Context: an optimization exercise on an open-source flow, tuned for small area, a short achievable clock period and few clock cycles per item. The choices shown serve that exercise and are no tape-out recipe. The RTL was checked by simulation tests, not by an equivalence proof against the original design.

==> flow/config.mk <==
export PLATFORM = sky130hd
export DESIGN_NAME = admm_top
export DESIGN_NICKNAME = admm_top
export VERILOG_FILES = /design/flow/design.v
export SDC_FILE = /design/flow/constraint.sdc
export NUM_CORES = 4
export LEC_CHECK = 0
export CAP_MARGIN = 20
export CORE_MARGIN = 2
export CORE_UTILIZATION = 40
export SLEW_MARGIN = 20
==> flow/constraint.sdc <==
create_clock -name core_clock -period 13.0 [get_ports {clk}]
set_input_delay 2.6000 -clock core_clock [delete_from_list [all_inputs] [get_ports {clk}]]
set_output_delay 2.6000 -clock core_clock [all_outputs]
set_load 0.01 [all_outputs]
==> flow/design.v <==
package admm_pkg;
    localparam int DATA_W    = 16;
    localparam int FRAC_BITS = 8;
    localparam int BUS_W     = 32;
    localparam int ADDR_W    = 8;
    localparam int N_ELEM    = 8;
    localparam int IDX_W     = 3;
    localparam int ITER_W    = 16;
    localparam int SUM_W = DATA_W + 2;
    localparam logic signed [SUM_W-1:0] DATA_MAX = SUM_W'((2 ** (DATA_W - 1)) - 1);
    localparam logic signed [SUM_W-1:0] DATA_MIN = SUM_W'(-(2 ** (DATA_W - 1)));
    localparam logic signed [SUM_W-1:0] MAG_MAX  = SUM_W'((2 ** DATA_W) - 1);
    localparam logic [ADDR_W-1:0] REG_CTRL     = ADDR_W'(0);
    localparam logic [ADDR_W-1:0] REG_STATUS   = ADDR_W'(1);
    localparam logic [ADDR_W-1:0] REG_ITER     = ADDR_W'(2);
    localparam logic [ADDR_W-1:0] REG_TOL      = ADDR_W'(3);
    localparam logic [ADDR_W-1:0] REG_MAX_ITER = ADDR_W'(4);
    localparam logic [ADDR_W-1:0] REG_PRI_RES  = ADDR_W'(5);
    localparam logic [ADDR_W-1:0] REG_DUAL_RES = ADDR_W'(6);
    localparam logic [ADDR_W-1:0] BASE_REF = ADDR_W'(8);
    localparam logic [ADDR_W-1:0] BASE_LO  = ADDR_W'(16);
    localparam logic [ADDR_W-1:0] BASE_HI  = ADDR_W'(24);
    localparam logic [ADDR_W-1:0] BASE_X   = ADDR_W'(32);
    localparam logic [ADDR_W-1:0] BASE_Z   = ADDR_W'(40);
    typedef enum logic [2:0] {
        IDLE,
        X_UPDATE,
        Z_UPDATE,
        Y_UPDATE,
        CHECK,
        DONE
    } solver_state_t;
    typedef enum logic [1:0] {
        NOP,
        RD,
        WR
    } bus_op_t;
    typedef struct packed {
        logic              chipselect;
        logic              read;
        logic              write;
        logic [ADDR_W-1:0] addr;
        logic [BUS_W-1:0]  writedata;
    } bus_req_t;
    typedef struct packed {
        logic [DATA_W-1:0] tol;
        logic [ITER_W-1:0] max_iter;
    } solve_cfg_t;
    typedef struct packed {
        logic              busy;
        logic              done;
        logic              converged;
        logic [ITER_W-1:0] iter;
    } solver_status_t;
    typedef struct packed {
        logic [DATA_W-1:0] pri_mag;
        logic [DATA_W-1:0] dual_mag;
    } resid_sample_t;
    function automatic signed [DATA_W-1:0] sat_data(input signed [SUM_W-1:0] v);
        if (v > DATA_MAX) begin
            sat_data = DATA_MAX[DATA_W-1:0];
        end else if (v < DATA_MIN) begin
            sat_data = DATA_MIN[DATA_W-1:0];
        end else begin
            sat_data = v[DATA_W-1:0];
        end
    endfunction
    function automatic [DATA_W-1:0] mag_data(input signed [SUM_W-1:0] v);
        logic signed [SUM_W-1:0] a;
        a = (v < 0) ? -v : v;
        if (a > MAG_MAX) begin
            mag_data = '1;
        end else begin
            mag_data = a[DATA_W-1:0];
        end
    endfunction
endpackage
`timescale 1ns/1ps
import admm_pkg::*;
module admm_regs (
    input  logic                     clk,
    input  logic                     rst,
    input  admm_pkg::bus_req_t                 req,
    output logic [BUS_W-1:0]         readdata,
    input  admm_pkg::solver_status_t           status,
    input  logic [DATA_W-1:0]        pri_res,
    input  logic [DATA_W-1:0]        dual_res,
    input  logic signed [DATA_W-1:0] x_rd,
    input  logic signed [DATA_W-1:0] z_rd,
    output logic                     start_pulse,
    output admm_pkg::solve_cfg_t               cfg,
    output logic [N_ELEM-1:0][DATA_W-1:0] ref_vec,
    output logic [N_ELEM-1:0][DATA_W-1:0] lo_vec,
    output logic [N_ELEM-1:0][DATA_W-1:0] hi_vec,
    output logic [IDX_W-1:0]         rd_idx
);
    admm_pkg::bus_op_t          op;
    logic [IDX_W-1:0] elem;
    logic             cfg_lock;
    logic             cfg_wr;
    logic [BUS_W-1:0] rd_mux;
    function automatic in_block(input [ADDR_W-1:0] a,
                                input [ADDR_W-1:0] base);
        in_block = a[ADDR_W-1:IDX_W] == base[ADDR_W-1:IDX_W];
    endfunction
    always_comb begin
        if (!req.chipselect) begin
            op = NOP;
        end else if (req.write) begin
            op = WR;
        end else if (req.read) begin
            op = RD;
        end else begin
            op = NOP;
        end
    end
    assign elem   = req.addr[IDX_W-1:0];
    assign rd_idx = elem;
    assign cfg_lock = status.busy || start_pulse;
    assign cfg_wr   = (op == WR) && !cfg_lock;
    always_ff @(posedge clk or posedge rst) begin
        if (rst) begin
            start_pulse  <= 1'b0;
            cfg.tol      <= '0;
            cfg.max_iter <= ITER_W'(1);
        end else begin
            start_pulse <= (op == WR) && (req.addr == REG_CTRL) && req.writedata[0];
            if (cfg_wr && (req.addr == REG_TOL)) begin
                cfg.tol <= req.writedata[DATA_W-1:0];
            end
            if (cfg_wr && (req.addr == REG_MAX_ITER)) begin
                cfg.max_iter <= req.writedata[ITER_W-1:0];
            end
        end
    end
    always_ff @(posedge clk) begin
        if (cfg_wr) begin
            if (in_block(req.addr, BASE_REF)) begin
                ref_vec[elem] <= req.writedata[DATA_W-1:0];
            end
            if (in_block(req.addr, BASE_LO)) begin
                lo_vec[elem] <= req.writedata[DATA_W-1:0];
            end
            if (in_block(req.addr, BASE_HI)) begin
                hi_vec[elem] <= req.writedata[DATA_W-1:0];
            end
        end
    end
    always_comb begin
        rd_mux = '0;
        if (in_block(req.addr, BASE_REF)) begin
            rd_mux = BUS_W'($signed(ref_vec[elem]));
        end else if (in_block(req.addr, BASE_LO)) begin
            rd_mux = BUS_W'($signed(lo_vec[elem]));
        end else if (in_block(req.addr, BASE_HI)) begin
            rd_mux = BUS_W'($signed(hi_vec[elem]));
        end else if (in_block(req.addr, BASE_X)) begin
            rd_mux = BUS_W'(x_rd);
        end else if (in_block(req.addr, BASE_Z)) begin
            rd_mux = BUS_W'(z_rd);
        end else begin
            case (req.addr)
                REG_STATUS:   rd_mux = BUS_W'({status.converged, status.done, status.busy});
                REG_ITER:     rd_mux = BUS_W'(status.iter);
                REG_TOL:      rd_mux = BUS_W'(cfg.tol);
                REG_MAX_ITER: rd_mux = BUS_W'(cfg.max_iter);
                REG_PRI_RES:  rd_mux = BUS_W'(pri_res);
                REG_DUAL_RES: rd_mux = BUS_W'(dual_res);
                default:      rd_mux = '0;
            endcase
        end
    end
    always_ff @(posedge clk or posedge rst) begin
        if (rst) begin
            readdata <= '0;
        end else if (op == RD) begin
            readdata <= rd_mux;
        end
    end
endmodule
`timescale 1ns/1ps
import admm_pkg::*;
module admm_engine (
    input  logic                     clk,
    input  logic                     rst,
    input  logic                     start_pulse,
    input  admm_pkg::solve_cfg_t               cfg,
    input  logic [N_ELEM-1:0][DATA_W-1:0] ref_vec,
    input  logic [N_ELEM-1:0][DATA_W-1:0] lo_vec,
    input  logic [N_ELEM-1:0][DATA_W-1:0] hi_vec,
    input  logic [IDX_W-1:0]         rd_idx,
    input  logic                     converged,
    output admm_pkg::solver_status_t           status,
    output logic signed [DATA_W-1:0] x_rd,
    output logic signed [DATA_W-1:0] z_rd,
    output logic                     clear,
    output logic                     sample_valid,
    output admm_pkg::resid_sample_t            sample
);
    admm_pkg::solver_state_t     state;
    logic [IDX_W-1:0]  idx;
    logic [IDX_W-1:0]  idx_next;
    logic              last_elem;
    logic [ITER_W-1:0] iter;
    logic [ITER_W-1:0] iter_inc;
    logic [ITER_W-1:0] iter_limit;
    logic              conv_q;
    logic              busy;
    logic              start_ok;
    logic signed [DATA_W-1:0] x_mem [N_ELEM];
    logic signed [DATA_W-1:0] z_mem [N_ELEM];
    logic signed [DATA_W-1:0] y_mem [N_ELEM];
    logic signed [DATA_W-1:0] zprev_mem [N_ELEM];
    logic signed [DATA_W-1:0] ref_i;
    logic signed [DATA_W-1:0] lo_i;
    logic signed [DATA_W-1:0] hi_i;
    logic signed [DATA_W-1:0] x_i;
    logic signed [DATA_W-1:0] z_i;
    logic signed [DATA_W-1:0] y_i;
    logic signed [DATA_W-1:0] zprev_i;
    logic signed [SUM_W-1:0]  x_sum;
    logic signed [SUM_W-1:0]  v_sum;
    logic signed [SUM_W-1:0]  y_sum;
    logic signed [SUM_W-1:0]  pri_diff;
    logic signed [SUM_W-1:0]  dual_diff;
    logic signed [DATA_W-1:0] x_new;
    logic signed [DATA_W-1:0] z_new;
    logic signed [DATA_W-1:0] y_new;
    assign last_elem  = (idx == IDX_W'(N_ELEM - 1));
    assign idx_next   = last_elem ? '0 : idx + 1'b1;
    assign iter_inc   = iter + 1'b1;
    assign iter_limit = (cfg.max_iter == '0) ? ITER_W'(1) : cfg.max_iter;
    assign busy       = (state != IDLE) && (state != DONE);
    assign start_ok   = start_pulse && !busy;
    always_comb begin
        ref_i   = ref_vec[idx];
        lo_i    = lo_vec[idx];
        hi_i    = hi_vec[idx];
        x_i     = x_mem[idx];
        z_i     = z_mem[idx];
        y_i     = y_mem[idx];
        zprev_i = zprev_mem[idx];
        x_sum = ref_i + z_i - y_i;
        x_new = admm_pkg::sat_data(x_sum >>> 1);
        v_sum = x_i + y_i;
        if (v_sum < lo_i) begin
            z_new = lo_i;
        end else if (v_sum > hi_i) begin
            z_new = hi_i;
        end else begin
            z_new = v_sum[DATA_W-1:0];
        end
        y_sum = y_i + x_i - z_i;
        y_new = admm_pkg::sat_data(y_sum);
        pri_diff  = x_i - z_new;
        dual_diff = z_new - zprev_i;
    end
    assign sample_valid    = (state == Z_UPDATE);
    assign clear           = sample_valid && (idx == '0);
    assign sample.pri_mag  = admm_pkg::mag_data(pri_diff);
    assign sample.dual_mag = admm_pkg::mag_data(dual_diff);
    assign status.busy      = busy;
    assign status.done      = (state == DONE);
    assign status.converged = conv_q;
    assign status.iter      = iter;
    assign x_rd = x_mem[rd_idx];
    assign z_rd = z_mem[rd_idx];
    always_ff @(posedge clk or posedge rst) begin
        if (rst) begin
            state  <= IDLE;
            idx    <= '0;
            iter   <= '0;
            conv_q <= 1'b0;
        end else begin
            case (state)
                IDLE, DONE: begin
                    if (start_ok) begin
                        state  <= X_UPDATE;
                        idx    <= '0;
                        iter   <= '0;
                        conv_q <= 1'b0;
                    end
                end
                X_UPDATE: begin
                    idx <= idx_next;
                    if (last_elem) begin
                        state <= Z_UPDATE;
                    end
                end
                Z_UPDATE: begin
                    idx <= idx_next;
                    if (last_elem) begin
                        state <= Y_UPDATE;
                    end
                end
                Y_UPDATE: begin
                    idx <= idx_next;
                    if (last_elem) begin
                        state <= CHECK;
                    end
                end
                CHECK: begin
                    iter <= iter_inc;
                    if (converged || (iter_inc >= iter_limit)) begin
                        state  <= DONE;
                        conv_q <= converged;
                    end else begin
                        state <= X_UPDATE;
                    end
                end
                default: state <= IDLE;
            endcase
        end
    end
    always_ff @(posedge clk) begin
        if (start_ok) begin
            for (int i = 0; i < N_ELEM; i++) begin
                x_mem[i]     <= '0;
                z_mem[i]     <= '0;
                y_mem[i]     <= '0;
                zprev_mem[i] <= '0;
            end
        end else begin
            case (state)
                X_UPDATE: begin
                    x_mem[idx]     <= x_new;
                    zprev_mem[idx] <= z_i;
                end
                Z_UPDATE: z_mem[idx] <= z_new;
                Y_UPDATE: y_mem[idx] <= y_new;
                default: ;
            endcase
        end
    end
endmodule
`timescale 1ns/1ps
import admm_pkg::*;
module admm_residual (
    input  logic              clk,
    input  logic              rst,
    input  logic              clear,
    input  logic              sample_valid,
    input  admm_pkg::resid_sample_t     sample,
    input  logic [DATA_W-1:0] tol,
    output logic              converged,
    output logic [DATA_W-1:0] pri_res,
    output logic [DATA_W-1:0] dual_res
);
    logic [IDX_W-1:0]  cnt;
    logic [IDX_W-1:0]  cnt_base;
    logic [DATA_W-1:0] run_pri;
    logic [DATA_W-1:0] run_dual;
    logic [DATA_W-1:0] pri_base;
    logic [DATA_W-1:0] dual_base;
    logic [DATA_W-1:0] pri_next;
    logic [DATA_W-1:0] dual_next;
    always_comb begin
        cnt_base  = clear ? '0 : cnt;
        pri_base  = clear ? '0 : run_pri;
        dual_base = clear ? '0 : run_dual;
        pri_next  = (sample.pri_mag > pri_base) ? sample.pri_mag : pri_base;
        dual_next = (sample.dual_mag > dual_base) ? sample.dual_mag : dual_base;
    end
    always_ff @(posedge clk or posedge rst) begin
        if (rst) begin
            cnt      <= '0;
            run_pri  <= '0;
            run_dual <= '0;
            pri_res  <= '0;
            dual_res <= '0;
        end else if (sample_valid) begin
            run_pri  <= pri_next;
            run_dual <= dual_next;
            cnt      <= cnt_base + 1'b1;
            if (cnt_base == IDX_W'(N_ELEM - 1)) begin
                pri_res  <= pri_next;
                dual_res <= dual_next;
            end
        end
    end
    assign converged = (pri_res <= tol) && (dual_res <= tol);
endmodule
`timescale 1ns/1ps
import admm_pkg::*;
module admm_solver (
    input  logic             clk,
    input  logic             rst,
    input  admm_pkg::bus_req_t         req,
    output logic [BUS_W-1:0] readdata
);
    logic                     start_pulse;
    admm_pkg::solve_cfg_t               cfg;
    logic [N_ELEM-1:0][DATA_W-1:0] ref_vec;
    logic [N_ELEM-1:0][DATA_W-1:0] lo_vec;
    logic [N_ELEM-1:0][DATA_W-1:0] hi_vec;
    logic [IDX_W-1:0]         rd_idx;
    admm_pkg::solver_status_t           status;
    logic signed [DATA_W-1:0] x_rd;
    logic signed [DATA_W-1:0] z_rd;
    logic                     clear;
    logic                     sample_valid;
    admm_pkg::resid_sample_t            sample;
    logic                     converged;
    logic [DATA_W-1:0]        pri_res;
    logic [DATA_W-1:0]        dual_res;
    admm_regs u_regs (
        .clk         (clk),
        .rst         (rst),
        .req         (req),
        .readdata    (readdata),
        .status      (status),
        .pri_res     (pri_res),
        .dual_res    (dual_res),
        .x_rd        (x_rd),
        .z_rd        (z_rd),
        .start_pulse (start_pulse),
        .cfg         (cfg),
        .ref_vec     (ref_vec),
        .lo_vec      (lo_vec),
        .hi_vec      (hi_vec),
        .rd_idx      (rd_idx)
    );
    admm_engine u_engine (
        .clk          (clk),
        .rst          (rst),
        .start_pulse  (start_pulse),
        .cfg          (cfg),
        .ref_vec      (ref_vec),
        .lo_vec       (lo_vec),
        .hi_vec       (hi_vec),
        .rd_idx       (rd_idx),
        .converged    (converged),
        .status       (status),
        .x_rd         (x_rd),
        .z_rd         (z_rd),
        .clear        (clear),
        .sample_valid (sample_valid),
        .sample       (sample)
    );
    admm_residual u_residual (
        .clk          (clk),
        .rst          (rst),
        .clear        (clear),
        .sample_valid (sample_valid),
        .sample       (sample),
        .tol          (cfg.tol),
        .converged    (converged),
        .pri_res      (pri_res),
        .dual_res     (dual_res)
    );
endmodule
`timescale 1ns/1ps
import admm_pkg::*;
module admm_top (
    input  logic             clk,
    input  logic             rst,
    input  logic             chipselect,
    input  logic             read,
    input  logic             write,
    input  logic [ADDR_W-1:0] addr,
    input  logic [BUS_W-1:0] writedata,
    output logic [BUS_W-1:0] readdata
);
    admm_pkg::bus_req_t req;
    assign req.chipselect = chipselect;
    assign req.read       = read;
    assign req.write      = write;
    assign req.addr       = addr;
    assign req.writedata  = writedata;
    admm_solver u_solver (
        .clk      (clk),
        .rst      (rst),
        .req      (req),
        .readdata (readdata)
    );
endmodule
==> flow/run.sh <==
#!/bin/bash
# synth_recipe.tcl (not shown) runs the flow's synth.tcl, then flattens the netlist and writes it again
# the make line also repeats each setting of config.mk as NAME=value (left out here)
make -C /OpenROAD-flow-scripts/flow DESIGN_CONFIG=/design/flow/config.mk WORK_HOME=/design/flow/orfs CLKGATE_MAP_FILE= SYNTH_SCRIPT=/design/flow/synth_recipe.tcl finish
==> results.txt <==
[critical path: cells and delay by family, from the launching register on]
family	cells	cell delay [ns]
simple gates	19	3.60
compound gates	23	6.01
xor+xnor	1	0.19
fa+ha+maj	4	1.11
flops	1	0.56
buf+inv	6	0.92
[worst max-delay path by stage]
stage | cells after the start | to
floorplan | 68 | u_solver.u_residual.dual_res[10]
global placement | 57 | u_solver.u_residual.dual_res[1]
detailed placement | 60 | u_solver.u_residual.run_dual[5]
CTS | 61 | u_solver.u_residual.run_dual[9]
global route | 53 | u_solver.u_residual.dual_res[15]
finish | 53 | u_solver.u_residual.dual_res[0]
[metrics by stage]
stage	instances	hold slack (ns)	instance area [µm²]	setup WS, ns
floorplan	5136	0.455	59500	0.0343
global placement	6926	0.464	62800	-0.204
detailed placement	6926	0.476	62800	-0.235
CTS	7135	0.488	66600	0.0497
global route	7160	0.505	67100	-0.0959
finish	7161	0.486	67100	0.435
[cell usage after synthesis, types with 64 or more instances]
cell type	n
a21oi_1	142
mux4_2	188
buf_1	71
and3_1	78
mux2i_1	64
inv_1	161
nand3_1	72
a22o_1	482
edfxtp_1	896
clkbuf_1	339
a221oi_1	98
o21ai_0	266
nor2_1	561
nand2_1	335
dfrtp_1	139
nor3_1	73
ha_1	200
a22oi_1	216
[placed cells by master, fill, tap and decap left out, types with 64 or more instances in the layout]
cell and n:
a22o_1 482, inv_1 160, and3_1 74, dfrtp_1 136
nor3_1 66, a21oi_1 139, o21ai_0 262, mux2i_1 64
buf_4 264, edfxtp_1 896, a22oi_1 214, ha_1 200
a221oi_1 93, nand2_1 323, nand3_1 70, clkbuf_16 114
nor2_1 550, mux4_2 188
[area by class of cell]
type / count / area (µm²) / area share
flip-flops and latches: 1036 / 30400 / 0.454
multi-input cells: 3484 / 27100 / 0.403
clock buffers: 152 / 3100 / 0.0461
repair buffers: 334 / 2770 / 0.0414
well taps: 1930 / 2410 / 0.0360
clock inverters: 57 / 676 / 0.0101
inverters: 166 / 633 / 0.00944
diodes: 2 / 5.00 / 0.0000746
[what timing repair did]
item,in CTS,in global routing
gates resized for setup,3,48
pin swaps,0,13
setup endpoints to repair,32,64
setup buffers,0,23
[sequential cells by signal (all words and copies together) (netlist names)]
| register | count |
|---|---|
| u_solver.u_engine.iter | 16 |
| u_solver.u_residual.run_pri | 16 |
| u_solver.u_regs.hi_vec | 128 |
| u_solver.u_regs.lo_vec | 128 |
| u_solver.u_regs.start_pulse | 1 |
| u_solver.u_engine.conv_q | 1 |
| u_solver.u_engine.y_mem | 128 |
| u_solver.u_residual.dual_res | 16 |
| u_solver.u_regs.ref_vec | 128 |
| u_solver.u_engine.z_mem | 128 |
| u_solver.u_engine.x_mem | 128 |
| u_solver.u_regs.readdata | 17 |
| u_solver.u_residual.run_dual | 16 |
| u_solver.u_engine.zprev_mem | 128 |
| u_solver.u_engine.idx | 3 |
| u_solver.u_engine.state | 3 |
| u_solver.u_residual.pri_res | 16 |
| u_solver.u_residual.cnt | 3 |
| u_solver.u_regs.cfg | 32 |
[layer usage]
metal | track usage | vias to the layer above | wire length, µm
met3 | 0.0758 | 651 | 28700
met5 | 0 | - | 27
li1 | - | 20000 | -
met2 | 0.435 | 3506 | 99200
met4 | 0.165 | 4 | 14700
met1 | 0.398 | 24000 | 88300
[kinds of logic after synthesis]
group                    Yosys count  synth area share
AND/OR/NAND/NOR                 1336             0.102
XOR/XNOR                          97            0.0145
AO/OA/AOI/OAI                   1542             0.194
multiplexers                     285            0.0883
adder cells (fa/ha/maj)          224            0.0492
flip-flops                      1036             0.512
buffers and inverters            616            0.0410
==> results.yml <==
outcome:
  status: "timing/DRC/antenna clean"
timing:
  finalCritPeriodShare: 0.967
  clock.fmax_mhz: 79.6
  setup_viol: 0
  finalSetupTns_ns: 0
  slew_viol_final: 0
  final-hold-violation-count: 0
  finalCriticalPeriod_ns: 12.56
  worst_pin_slew_ns: 1.27
  relSlewSlack: 0.146
  finClkSkew_ns: 0.0818
clock_tree:
  cts_buffer_depth: 3
  clock_latency_ns: 0.78
  tritoncts: "done"
  clockRootBuffer: "clkbuf_16"
  cts_inserted_buffers: 112
  clk_pin_slew_ns: 0.06
  clock_sinks: 1036
  cts-hold-fix-buffers: 0
  htreeDepth: 3
setup_path:
  crit_type: "flop to flop"
  reg2reg_to: "u_solver.u_residual.dual_res[0]"
  crit_fanout: 17
  crit_slowest_cell: "a311oi_1"
  arrival_ns: 13.23
  r2r-start: "u_solver.u_engine.idx[1]"
  slowest_delay_ns: 0.97
  worstPathRequired_ns: 13.66
  crit_path_start: "u_solver.u_engine.idx[1]"
  reg2reg_slack_ns: 0.44
  end_kind: "flop"
  cp-start-kind: "flop"
  ff2ff_path_depth: 53
  path_common_cell: "o21ai_0"
placed_design:
  hpwl_mm: 148
  port_buffers: 60
  gp_congestion: 0.957
drt:
  via_count: 48100
  first_pass_iters: 8
  via_per_inst: 6.72
  drc: 0
  first_iter_violations: 7363
  wire_per_inst_um: 32.3
  routed_wl_mm: 231
  ant_nets: 0
logic_synthesis:
  synth_cell_type_count: 90
  synth_edf_count: 896
  ys_warn_count: 3
  syn_area_per_cell_um2: 11.6
  synth_area_mm2: 0.0594
  synth_fp_nets: 5399
  synth_area_leader_cell: "edfxtp_1"
  synth_area_leaders: "edfxtp_1 45%, mux4_2 7.1%, a22o_1 7.1%"
  async_reset_ff_frac: 0.135
  synth-seq-area-share: 0.512
  synth_ff_type: "edfxtp_1"
  synth_cells: 5136
  synth_seq_cells: 1036
  synth_top_area_frac: 0.453
floorplan:
  core_mm2: 0.148
  die_h_um: 390
  row_count: 141
  die_w_um: 390
  start_util: 0.403
  dieArea_mm2: 0.152
  io_pins: 77
grt:
  grt_max_degree: 88
  grt_pass1_wl_mm: 326
  grt_overflow: 0
  grt_pass1_vias: 45400
  grt_use_total: 0.296
  antenna_found_initial: 7
min_path:
  holdPathStages: 2
  holdCritPathClass: "flop to flop"
  min_to: "u_solver.u_regs.readdata[10]"
  min_from: "u_solver.u_regs.readdata[10]"
cells_and_area:
  area_growth_pct: 12.8
  fillers: 13400
  utilization: 0.454
  nets: 5397
  drive_above_1_share: 0.149
job:
  cap_violations: 0
Testbench counts, summed over its fixed seeds: cycles 41,788, solves 192.

-- re-timing with driven ports --
Ports are ideal in the flow. The routed layout listed here was re-timed in OpenROAD. Step 1, drivers: a clkbuf_16 drives clk and a buf_2 each remaining input, both assumed. Step 2 moves the port delays by t, midway between the first and last clock arrival at a register: inputs arrive t later, outputs are due t later. That takes back most of the time a late clock gives input paths. a / b / c = ideal ports / drivers / drivers and shift; a / b = the first two.
shift t [ns]: 0.828
setup slack, ns: 0.435 / 0.435 / 0.435
worst hold slack (ns): 0.486 / 0.486 / 0.486
clock arrival spread, ns: 0.103 / 0.104
slew at the worst register clock pin (ns): 0.07 / 0.07
After both steps this run still meets setup and hold. The setup slack of this run moves by 0.000 ns with the drivers and by 0.000 ns with both steps.
